From an optimization exercise on the open Yosys and OpenROAD flow, aimed at a short achievable clock period and few clock cycles; shortcuts taken in it are not production practice. Function was checked by simulation only, so behaviour that the tests miss may differ from the original. Power is estimated from default activity; no workload was simulated.

### flow/config.mk
export PLATFORM = sky130hd
export DESIGN_NAME = mips
export DESIGN_NICKNAME = mips
export VERILOG_FILES = /design/flow/design.v
export SDC_FILE = /design/flow/constraint.sdc
export NUM_CORES = 4
export LEC_CHECK = 0
export CAP_MARGIN = 20
export CORE_MARGIN = 2
export CORE_UTILIZATION = 40
export PLACE_DENSITY = 0.6
export SLEW_MARGIN = 20
### flow/constraint.sdc
create_clock -name core_clock -period 8.0 [get_ports {clk_i}]
set_input_delay 1.6000 -clock core_clock [delete_from_list [all_inputs] [get_ports {clk_i}]]
set_output_delay 1.6000 -clock core_clock [all_outputs]
set_load 0.01 [all_outputs]
### flow/design.v
package mipsPkg;
	localparam int xlen = 32;
	localparam int regAddrW = 5;
	typedef logic [xlen-1:0] wordT;
	typedef logic [regAddrW-1:0] regIdxT;
	typedef enum logic [5:0] {
		opRType = 6'h00,
		opBeq   = 6'h04,
		opAddiu = 6'h09,
		opOri   = 6'h0d,
		opLui   = 6'h0f,
		opLw    = 6'h23,
		opSw    = 6'h2b
	} opcodeE;
	typedef enum logic [5:0] {
		fnAddu = 6'h21,
		fnSubu = 6'h23,
		fnAnd  = 6'h24,
		fnOr   = 6'h25,
		fnSlt  = 6'h2a
	} functE;
	typedef enum logic [2:0] {
		aluAdd,
		aluSub,
		aluAnd,
		aluOr,
		aluSlt,
		aluLui
	} aluOpE;
	typedef enum logic [1:0] {
		srcBReg,
		srcBSext,
		srcBZext
	} srcBE;
	typedef enum logic [1:0] {
		fwdReg,
		fwdMemWb,
		fwdExMem
	} fwdSelE;
	typedef struct packed {
		logic regWrite;
		logic dstIsRd;
		srcBE srcB;
		aluOpE aluOp;
		logic memRead;
		logic memWrite;
		logic memToReg;
		logic branch;
	} ctrlT;
	typedef struct packed {
		logic valid;
		wordT pcPlus4;
		wordT instr;
	} ifIdT;
	typedef struct packed {
		ctrlT ctrl;
		wordT pcPlus4;
		regIdxT rs;
		regIdxT rt;
		regIdxT dst;
		wordT rsVal;
		wordT rtVal;
		wordT imm;
	} idExT;
	typedef struct packed {
		logic regWrite;
		logic memRead;
		logic memWrite;
		logic memToReg;
		regIdxT dst;
		wordT aluResult;
		wordT storeData;
	} exMemT;
	typedef struct packed {
		logic regWrite;
		logic memToReg;
		regIdxT dst;
		wordT aluResult;
		wordT loadData;
	} memWbT;
	typedef struct packed {
		logic write;
		wordT addr;
		wordT wdata;
	} memReqT;
endpackage
`timescale 1ns/1ps
module decoder (
	input mipsPkg::wordT instr_i,
	output mipsPkg::ctrlT ctrl_o
);
	always_comb begin
		ctrl_o = '0;
		case (instr_i[31:26])
			mipsPkg::opRType: begin
				ctrl_o.regWrite = 1'b1;
				ctrl_o.dstIsRd = 1'b1;
				ctrl_o.srcB = mipsPkg::srcBReg;
				case (instr_i[5:0])
					mipsPkg::fnAddu: ctrl_o.aluOp = mipsPkg::aluAdd;
					mipsPkg::fnSubu: ctrl_o.aluOp = mipsPkg::aluSub;
					mipsPkg::fnAnd: ctrl_o.aluOp = mipsPkg::aluAnd;
					mipsPkg::fnOr: ctrl_o.aluOp = mipsPkg::aluOr;
					mipsPkg::fnSlt: ctrl_o.aluOp = mipsPkg::aluSlt;
					default: begin
						ctrl_o.regWrite = 1'b0;
						ctrl_o.dstIsRd = 1'b0;
					end
				endcase
			end
			mipsPkg::opAddiu: begin
				ctrl_o.regWrite = 1'b1;
				ctrl_o.srcB = mipsPkg::srcBSext;
				ctrl_o.aluOp = mipsPkg::aluAdd;
			end
			mipsPkg::opOri: begin
				ctrl_o.regWrite = 1'b1;
				ctrl_o.srcB = mipsPkg::srcBZext;
				ctrl_o.aluOp = mipsPkg::aluOr;
			end
			mipsPkg::opLui: begin
				ctrl_o.regWrite = 1'b1;
				ctrl_o.srcB = mipsPkg::srcBZext;
				ctrl_o.aluOp = mipsPkg::aluLui;
			end
			mipsPkg::opLw: begin
				ctrl_o.regWrite = 1'b1;
				ctrl_o.srcB = mipsPkg::srcBSext;
				ctrl_o.aluOp = mipsPkg::aluAdd;
				ctrl_o.memRead = 1'b1;
				ctrl_o.memToReg = 1'b1;
			end
			mipsPkg::opSw: begin
				ctrl_o.srcB = mipsPkg::srcBSext;
				ctrl_o.aluOp = mipsPkg::aluAdd;
				ctrl_o.memWrite = 1'b1;
			end
			mipsPkg::opBeq: begin
				ctrl_o.srcB = mipsPkg::srcBReg;
				ctrl_o.aluOp = mipsPkg::aluSub;
				ctrl_o.branch = 1'b1;
			end
			default: ctrl_o = '0;
		endcase
	end
endmodule
`timescale 1ns/1ps
module regFile (
	input logic clk_i,
	input logic rstN_i,
	input mipsPkg::regIdxT rdAddrA_i,
	input mipsPkg::regIdxT rdAddrB_i,
	input logic wrEn_i,
	input mipsPkg::regIdxT wrAddr_i,
	input mipsPkg::wordT wrData_i,
	output mipsPkg::wordT rdDataA_o,
	output mipsPkg::wordT rdDataB_o
);
	mipsPkg::wordT regs [1:(2**mipsPkg::regAddrW)-1];
	function automatic mipsPkg::wordT readPort(mipsPkg::regIdxT addr);
		if (addr == 5'd0)
			readPort = 32'd0;
		else if (wrEn_i && wrAddr_i == addr)
			readPort = wrData_i;
		else
			readPort = regs[addr];
	endfunction
	always_ff @(posedge clk_i) begin
		if (!rstN_i) begin
			for (int i = 1; i < 2**mipsPkg::regAddrW; i++)
				regs[i] <= '0;
		end else if (wrEn_i && wrAddr_i != '0) begin
			regs[wrAddr_i] <= wrData_i;
		end
	end
	always_comb rdDataA_o = readPort(rdAddrA_i);
	always_comb rdDataB_o = readPort(rdAddrB_i);
endmodule
`timescale 1ns/1ps
module hazardUnit (
	input mipsPkg::idExT idEx_i,
	input mipsPkg::ifIdT ifId_i,
	input logic branchTaken_i,
	output logic stall_o,
	output logic flush_o
);
	mipsPkg::regIdxT decRs;
	mipsPkg::regIdxT decRt;
	logic loadUse;
	assign decRs = ifId_i.instr[25:21];
	assign decRt = ifId_i.instr[20:16];
	assign loadUse = idEx_i.ctrl.memRead && ifId_i.valid && idEx_i.dst != '0
		&& (idEx_i.dst == decRs || idEx_i.dst == decRt);
	assign flush_o = branchTaken_i;
	assign stall_o = loadUse && !branchTaken_i;
endmodule
`timescale 1ns/1ps
module forwardUnit (
	input mipsPkg::idExT idEx_i,
	input mipsPkg::exMemT exMem_i,
	input mipsPkg::memWbT memWb_i,
	output mipsPkg::fwdSelE fwdA_o,
	output mipsPkg::fwdSelE fwdB_o,
	output mipsPkg::fwdSelE fwdStore_o
);
	function automatic mipsPkg::fwdSelE pickSrc(mipsPkg::regIdxT src);
		if (src == 5'd0)
			pickSrc = mipsPkg::fwdReg;
		else if (exMem_i.regWrite && !exMem_i.memRead && exMem_i.dst == src)
			pickSrc = mipsPkg::fwdExMem;
		else if (memWb_i.regWrite && memWb_i.dst == src)
			pickSrc = mipsPkg::fwdMemWb;
		else
			pickSrc = mipsPkg::fwdReg;
	endfunction
	always_comb fwdA_o = pickSrc(idEx_i.rs);
	always_comb fwdB_o = (idEx_i.ctrl.srcB == mipsPkg::srcBReg) ? pickSrc(idEx_i.rt)
		: mipsPkg::fwdReg;
	always_comb fwdStore_o = pickSrc(idEx_i.rt);
endmodule
`timescale 1ns/1ps
module alu (
	input mipsPkg::aluOpE op_i,
	input mipsPkg::wordT srcA_i,
	input mipsPkg::wordT srcB_i,
	output mipsPkg::wordT result_o,
	output logic zero_o
);
	always_comb begin
		case (op_i)
			mipsPkg::aluAdd: result_o = srcA_i + srcB_i;
			mipsPkg::aluSub: result_o = srcA_i - srcB_i;
			mipsPkg::aluAnd: result_o = srcA_i & srcB_i;
			mipsPkg::aluOr: result_o = srcA_i | srcB_i;
			mipsPkg::aluSlt: begin
				result_o = ($signed(srcA_i) < $signed(srcB_i)) ? 32'd1 : 32'd0;
			end
			mipsPkg::aluLui: result_o = {srcB_i[15:0], 16'b0};
			default: result_o = '0;
		endcase
	end
	assign zero_o = (result_o == '0);
endmodule
`timescale 1ns/1ps
module mips #(
	parameter mipsPkg::wordT resetPc = '0
) (
	input logic clk_i,
	input logic rstN_i,
	input logic [31:0] instr_i,
	input logic [31:0] dataRd_i,
	output logic [31:0] pcO_o,
	output logic memWrite_o,
	output logic [31:0] memAddr_o,
	output logic [31:0] memWdata_o
);
	mipsPkg::memReqT memReq_o;
	mipsPkg::wordT pc;
	mipsPkg::ifIdT ifId;
	mipsPkg::idExT idEx;
	mipsPkg::exMemT exMem;
	mipsPkg::memWbT memWb;
	mipsPkg::ctrlT decCtrl;
	mipsPkg::wordT rsVal;
	mipsPkg::wordT rtVal;
	mipsPkg::wordT immExt;
	logic stall;
	logic flush;
	logic branchTaken;
	mipsPkg::fwdSelE fwdA;
	mipsPkg::fwdSelE fwdB;
	mipsPkg::fwdSelE fwdStore;
	mipsPkg::wordT opA;
	mipsPkg::wordT opBReg;
	mipsPkg::wordT opB;
	mipsPkg::wordT storeData;
	mipsPkg::wordT aluResult;
	logic aluZero;
	mipsPkg::wordT branchTarget;
	mipsPkg::wordT wbData;
	function automatic mipsPkg::wordT fwdMux(mipsPkg::fwdSelE sel, mipsPkg::wordT regVal);
		case (sel)
			mipsPkg::fwdExMem: fwdMux = exMem.aluResult;
			mipsPkg::fwdMemWb: fwdMux = wbData;
			default: fwdMux = regVal;
		endcase
	endfunction
	assign pcO_o = pc;
	always_ff @(posedge clk_i) begin
		if (!rstN_i)
			pc <= resetPc;
		else if (flush)
			pc <= branchTarget;
		else if (!stall)
			pc <= pc + 32'd4;
	end
	always_ff @(posedge clk_i) begin
		if (!rstN_i || flush) begin
			ifId <= '0;
		end else if (!stall) begin
			ifId.valid <= 1'b1;
			ifId.pcPlus4 <= pc + 32'd4;
			ifId.instr <= instr_i;
		end
	end
	decoder uDecoder (.instr_i(ifId.instr), .ctrl_o(decCtrl));
	regFile uRegFile (
		.clk_i(clk_i),
		.rstN_i(rstN_i),
		.rdAddrA_i(ifId.instr[25:21]),
		.rdAddrB_i(ifId.instr[20:16]),
		.wrEn_i(memWb.regWrite),
		.wrAddr_i(memWb.dst),
		.wrData_i(wbData),
		.rdDataA_o(rsVal),
		.rdDataB_o(rtVal)
	);
	assign immExt = (decCtrl.srcB == mipsPkg::srcBZext) ? {16'b0, ifId.instr[15:0]}
		: {{16{ifId.instr[15]}}, ifId.instr[15:0]};
	hazardUnit uHazard (
		.idEx_i(idEx),
		.ifId_i(ifId),
		.branchTaken_i(branchTaken),
		.stall_o(stall),
		.flush_o(flush)
	);
	always_ff @(posedge clk_i) begin
		if (!rstN_i || flush || stall) begin
			idEx <= '0;
		end else begin
			idEx.ctrl <= decCtrl;
			idEx.pcPlus4 <= ifId.pcPlus4;
			idEx.rs <= ifId.instr[25:21];
			idEx.rt <= ifId.instr[20:16];
			idEx.dst <= decCtrl.dstIsRd ? ifId.instr[15:11] : ifId.instr[20:16];
			idEx.rsVal <= rsVal;
			idEx.rtVal <= rtVal;
			idEx.imm <= immExt;
		end
	end
	forwardUnit uForward (
		.idEx_i(idEx),
		.exMem_i(exMem),
		.memWb_i(memWb),
		.fwdA_o(fwdA),
		.fwdB_o(fwdB),
		.fwdStore_o(fwdStore)
	);
	always_comb opA = fwdMux(fwdA, idEx.rsVal);
	always_comb opBReg = fwdMux(fwdB, idEx.rtVal);
	assign opB = (idEx.ctrl.srcB == mipsPkg::srcBReg) ? opBReg : idEx.imm;
	always_comb storeData = fwdMux(fwdStore, idEx.rtVal);
	alu uAlu (.op_i(idEx.ctrl.aluOp), .srcA_i(opA), .srcB_i(opB), .result_o(aluResult),
		.zero_o(aluZero));
	assign branchTaken = idEx.ctrl.branch && aluZero;
	assign branchTarget = idEx.pcPlus4 + {idEx.imm[29:0], 2'b00};
	always_ff @(posedge clk_i) begin
		if (!rstN_i) begin
			exMem <= '0;
		end else begin
			exMem.regWrite <= idEx.ctrl.regWrite;
			exMem.memRead <= idEx.ctrl.memRead;
			exMem.memWrite <= idEx.ctrl.memWrite;
			exMem.memToReg <= idEx.ctrl.memToReg;
			exMem.dst <= idEx.dst;
			exMem.aluResult <= aluResult;
			exMem.storeData <= storeData;
		end
	end
	assign memReq_o.write = exMem.memWrite;
	assign memReq_o.addr = exMem.aluResult;
	assign memReq_o.wdata = exMem.storeData;
	assign memWrite_o = memReq_o.write;
	assign memAddr_o = memReq_o.addr;
	assign memWdata_o = memReq_o.wdata;
	always_ff @(posedge clk_i) begin
		if (!rstN_i) begin
			memWb <= '0;
		end else begin
			memWb.regWrite <= exMem.regWrite;
			memWb.memToReg <= exMem.memToReg;
			memWb.dst <= exMem.dst;
			memWb.aluResult <= exMem.aluResult;
			memWb.loadData <= dataRd_i;
		end
	end
	assign wbData = memWb.memToReg ? memWb.loadData : memWb.aluResult;
endmodule
### flow/run.sh
#!/bin/bash
# synth_recipe.tcl (not shown) runs the flow's synth.tcl, then flattens the netlist and writes it again
# the make line also repeats each setting of config.mk as NAME=value (left out here)
make -C /OpenROAD-flow-scripts/flow DESIGN_CONFIG=/design/flow/config.mk WORK_HOME=/design/flow/orfs CLKGATE_MAP_FILE= SYNTH_SCRIPT=/design/flow/synth_recipe.tcl finish
==> run summary <==
## sequential cells by signal, indices dropped and copies added, names as in the netlist
register       cells
memWb             71
uRegFile.regs   1024
pc                32
exMem             72
idEx             137
ifId              65
## routing by layer
layer	part of all wire	vias to the layer above	global-route usage	routed length (um)
met2	0.47	2872	0.435	122000
met4	0.046	6	0.112	11900
met1	0.39	27549	0.345	101000
met5	0.00013	-	0	34
met3	0.093	573	0.0621	24100
li1	-	23576	-	-
## power groups by stage
stage / registers, uW / clock network [uW] / logic [uW]
after floorplan: 8310 / 0 / 1510
after global placement: 8450 / 0 / 2310
after detailed placement: 8460 / 0 / 2310
after CTS: 8310 / 7170 / 2320
after global routing: 8340 / 7410 / 2490
final: 8320 / 7080 / 2370
## area by class of cell
cell class / count / area (sq um) / share of cell area
repair buffers: 380 / 3520 / 0.0420
multi-input cells: 4327 / 33200 / 0.397
clock buffers: 209 / 4250 / 0.0508
well taps: 2480 / 3100 / 0.0370
inverters: 161 / 604 / 0.00722
clock inverters: 65 / 688 / 0.00822
flip-flops and latches: 1401 / 38300 / 0.458
diodes: 2 / 5.00 / 0.0000598
## cells by family (layout without fill, tap and decap cells)
family,count (synthesis),in the layout,synth area share
simple gates,2238,2238,0.127
xor+xnor,140,140,0.0165
buf+inv,814,815,0.0457
flops,1401,1401,0.516
compound gates,991,991,0.0873
other cells,1,34,0.0000505
fa+ha+maj,139,139,0.0237
mux,787,787,0.184
## worst max-delay path, stage by stage (launching register included)
cell and delay (ps):
dfxtp_1 530, xnor2_1 170, nand2_1 70, nor4_1 270
and3_1 280, inv_1 90, nor2_1 280, inv_1 80
ha_1 350, a221o_1 370, a22oi_1 340, inv_1 130
ha_1 500, nor2b_1 440, nor2_1 100, o31a_1 140
o21ai_0 630, nand4_1 350, and4_1 290, nor3_1 210
o221a_2 260, nand2_1 100, or4b_4 610, o31ai_4 230
buf_12 250, buf_12 220, nor3_1 70
## path summary, 6_finish.rpt
kind | slack, ps | endpoint | start | cells past startpoint
min | 430 | idEx[113] | ifId[34] | 2
max reg2reg | 410 | idEx[99] | memWb[65] | 26
max | 410 | idEx[99] | memWb[65] | 26
min reg2reg | 430 | idEx[113] | ifId[34] | 2
## through the flow
step | setup slack [ps] | total power (uW) | area, sq um
2_1_floorplan | 838 | 9820 | 74300
3_3_place_gp | 655 | 10800 | 78700
3_5_place_dp | 598 | 10800 | 78800
4_1_cts | 562 | 17800 | 83700
5_1_grt | 8.75 | 18200 | 83800
6_report | 406 | 17800 | 83800
## placed cells by master, fill, tap and decap left out, types with 49 or more instances in the layout
master | Yosys | final
dfxtp_1 | 377 | 362
xnor2_1 | 91 | 91
ha_1 | 136 | 133
a211oi_1 | 87 | 87
o211ai_1 | 54 | 54
buf_4 | 84 | 195
nor3_1 | 124 | 124
mux2i_1 | 268 | 236
nand2_1 | 425 | 404
a22oi_1 | 96 | 96
clkbuf_16 | 0 | 157
a221oi_1 | 59 | 59
mux2_2 | 64 | 64
a21oi_1 | 291 | 291
o22ai_1 | 71 | 71
nor2_1 | 1353 | 1353
mux4_2 | 454 | 454
clkdlybuf4s50_1 | 0 | 161
edfxtp_1 | 1024 | 1024
o21ai_0 | 156 | 156
inv_1 | 160 | 159
xor2_1 | 49 | 49
and2_1 | 94 | 94
## repair_timing
item	4_1_cts	5_1_grt
gates resized for setup	0	5
endpoints found under the hold margin	0	0
setup endpoints to repair	0	142
==> reports/results.tsv <==
stage	metric	value	unit
status	status	timing/DRC/antenna clean	
logic_synthesis	synth_ff_type	edfxtp_1	
floorplanning	initial_core_util	0.402	
logic_synthesis	synth-edff-count	1024	
logic_synthesis	async_flop_share	0	
sta	rsz0062_at_grt	false	
route	viasPerCell	6.05	
cts	cts_buffer_depth	3	
worst_setup_path	required	8660	ps
sta	holdWs	426	ps
route	vias	54576	
sta	min_period	7590	ps
floorplanning	core.rowCount	158	
placed_design	dp.cells	8746	
placed_design	dp_hpwl	171	mm
worst_setup_path	crit_arrival	8250	ps
route	firstDrtPassIters	9	
global_route	grt_overflow_total	0	
logic_synthesis	synthCells	6511	
power_and_ir_drop	swShare	0.269	
hold_path	hold_class	reg -> reg	
logic_synthesis	ys_seq_area_frac	0.516	
cts	cts_setup_buffers	0	
route	drc_errors	0	
sta	clock_skew	37.4	ps
power_and_ir_drop	p_per_area	212	nW/um^2
worst_setup_path	critical_path.max_fanout	29	
power_and_ir_drop	switching_power	4780	uW
power_and_ir_drop	p_clk_frac	0.399	
sta	hold_viol	0	
global_route	grt_max_degree	92	
power_and_ir_drop	p_int	13000	uW
sta	slew_viol_final	0	
worst_setup_path	endpoint_kind	register	
cells_and_area	postLayoutCoreUtil	0.453	
floorplanning	dieArea	189000	sq um
logic_synthesis	synth.avg_cell_area	11.4	sq um
sta	finalSetupViolCount	0	
logic_synthesis	yosysWarnings	5	
route	first_iter_violations	6637	
route	wl_per_cell	28.7	um
cts	ctsHtreeMaxLevel	4	
worst_setup_path	critical_path_class	reg -> reg	
global_route	grt_pass1_wl	375	mm
cells_and_area	stdcell_count	9025	
logic_synthesis	syn_area	74200	sq um
power_and_ir_drop	seq_power_share	0.468	
sta	fmax	132	MHz
sta	timing.final.crit_share	0.949	
cts	cts_tree	built	
logic_synthesis	synth_top_area_share	0.414	
floorplanning	die_width	435	um
logic_synthesis	ys_seq_elements	1401	
global_route	grtUsageTotal	0.268	
cts	path_clk_slew	60	ps
power_and_ir_drop	combPwrFrac	0.133	
route	ant_nets	0	
placed_design	port_buffers	162	
cts	hold_buffers	0	
job	maxCapViolations	0	
worst_setup_path	cp-start-kind	register	
sta	setup_tns	0	ps
logic_synthesis	synth.area.top_cells	edfxtp_1 (41%), mux4_2 (14%), dfxtp_1 (10%), nor2_1 (6.8%), mux2i_1 (3.6%)	
route	wl	259	mm
floorplanning	coreArea	185000	sq um
cts	insertion_delay	830	ps
cells_and_area	drive_gt1_frac	0.163	
floorplanning	top_level_ports	163	
logic_synthesis	ys_types	81	
floorplanning	die_h	435	um
sta	worst_pin_slew	1240	ps
global_route	antenna_found_initial	8	
sta	slew_headroom	0.175	
placed_design	place.gp.congestion	0.943	
cts	numClockSinks	1401	
power_and_ir_drop	p_leak	0.0282	uW
logic_synthesis	synthMostInstantiatedCell	nor2_1	
cells_and_area	nets	6628	
global_route	grt_pass1_vias	54145	
power_and_ir_drop	irDropWorstVdd	0.246	mV
logic_synthesis	synthTopCellsByCount	nor2_1 (1353), edfxtp_1 (1024), clkbuf_1 (475), mux4_2 (454), nand2_1 (425)	
cells_and_area	layout-area-overhead-vs-synth	12.8	%
logic_synthesis	synth_top_area_cell	edfxtp_1	
cts	cts_root_buffer	clkbuf_16	
cells_and_area	fill_cells	16770	
cts	numCtsBuffers	152	
Testbench counts, summed over its fixed seeds: cycles 29,686.

==> what the ideal ports hide <==
The flow's constraints put no driver on any port. The routed layout listed below was extracted and timed again, unchanged, in two steps. Step 1 sets driving cells, clkbuf_16 on the clock port and buf_2 on the other inputs (assumed; they add their load-dependent delay and slew). Step 2 times the ports against the registers' clock, not the clock port: input delays grow and output delays shrink by t, the midpoint of the rising clock arrivals with the driver on. Three values: ideal ports, drivers, drivers and shift; two values: the first two.
t, ns: 0.889
slack for setup (ns): 0.406 / 0.406 / 0.406
slew at the worst register clock pin (ns): 0.07 / 0.07
worst slew at a driven data input, ns: 0.07
cell pins on the clock port's net: 1
After both steps this run still meets setup and hold. For this run, drivers alone change the setup slack by 0.000 ns; drivers and shift together by 0.000 ns.
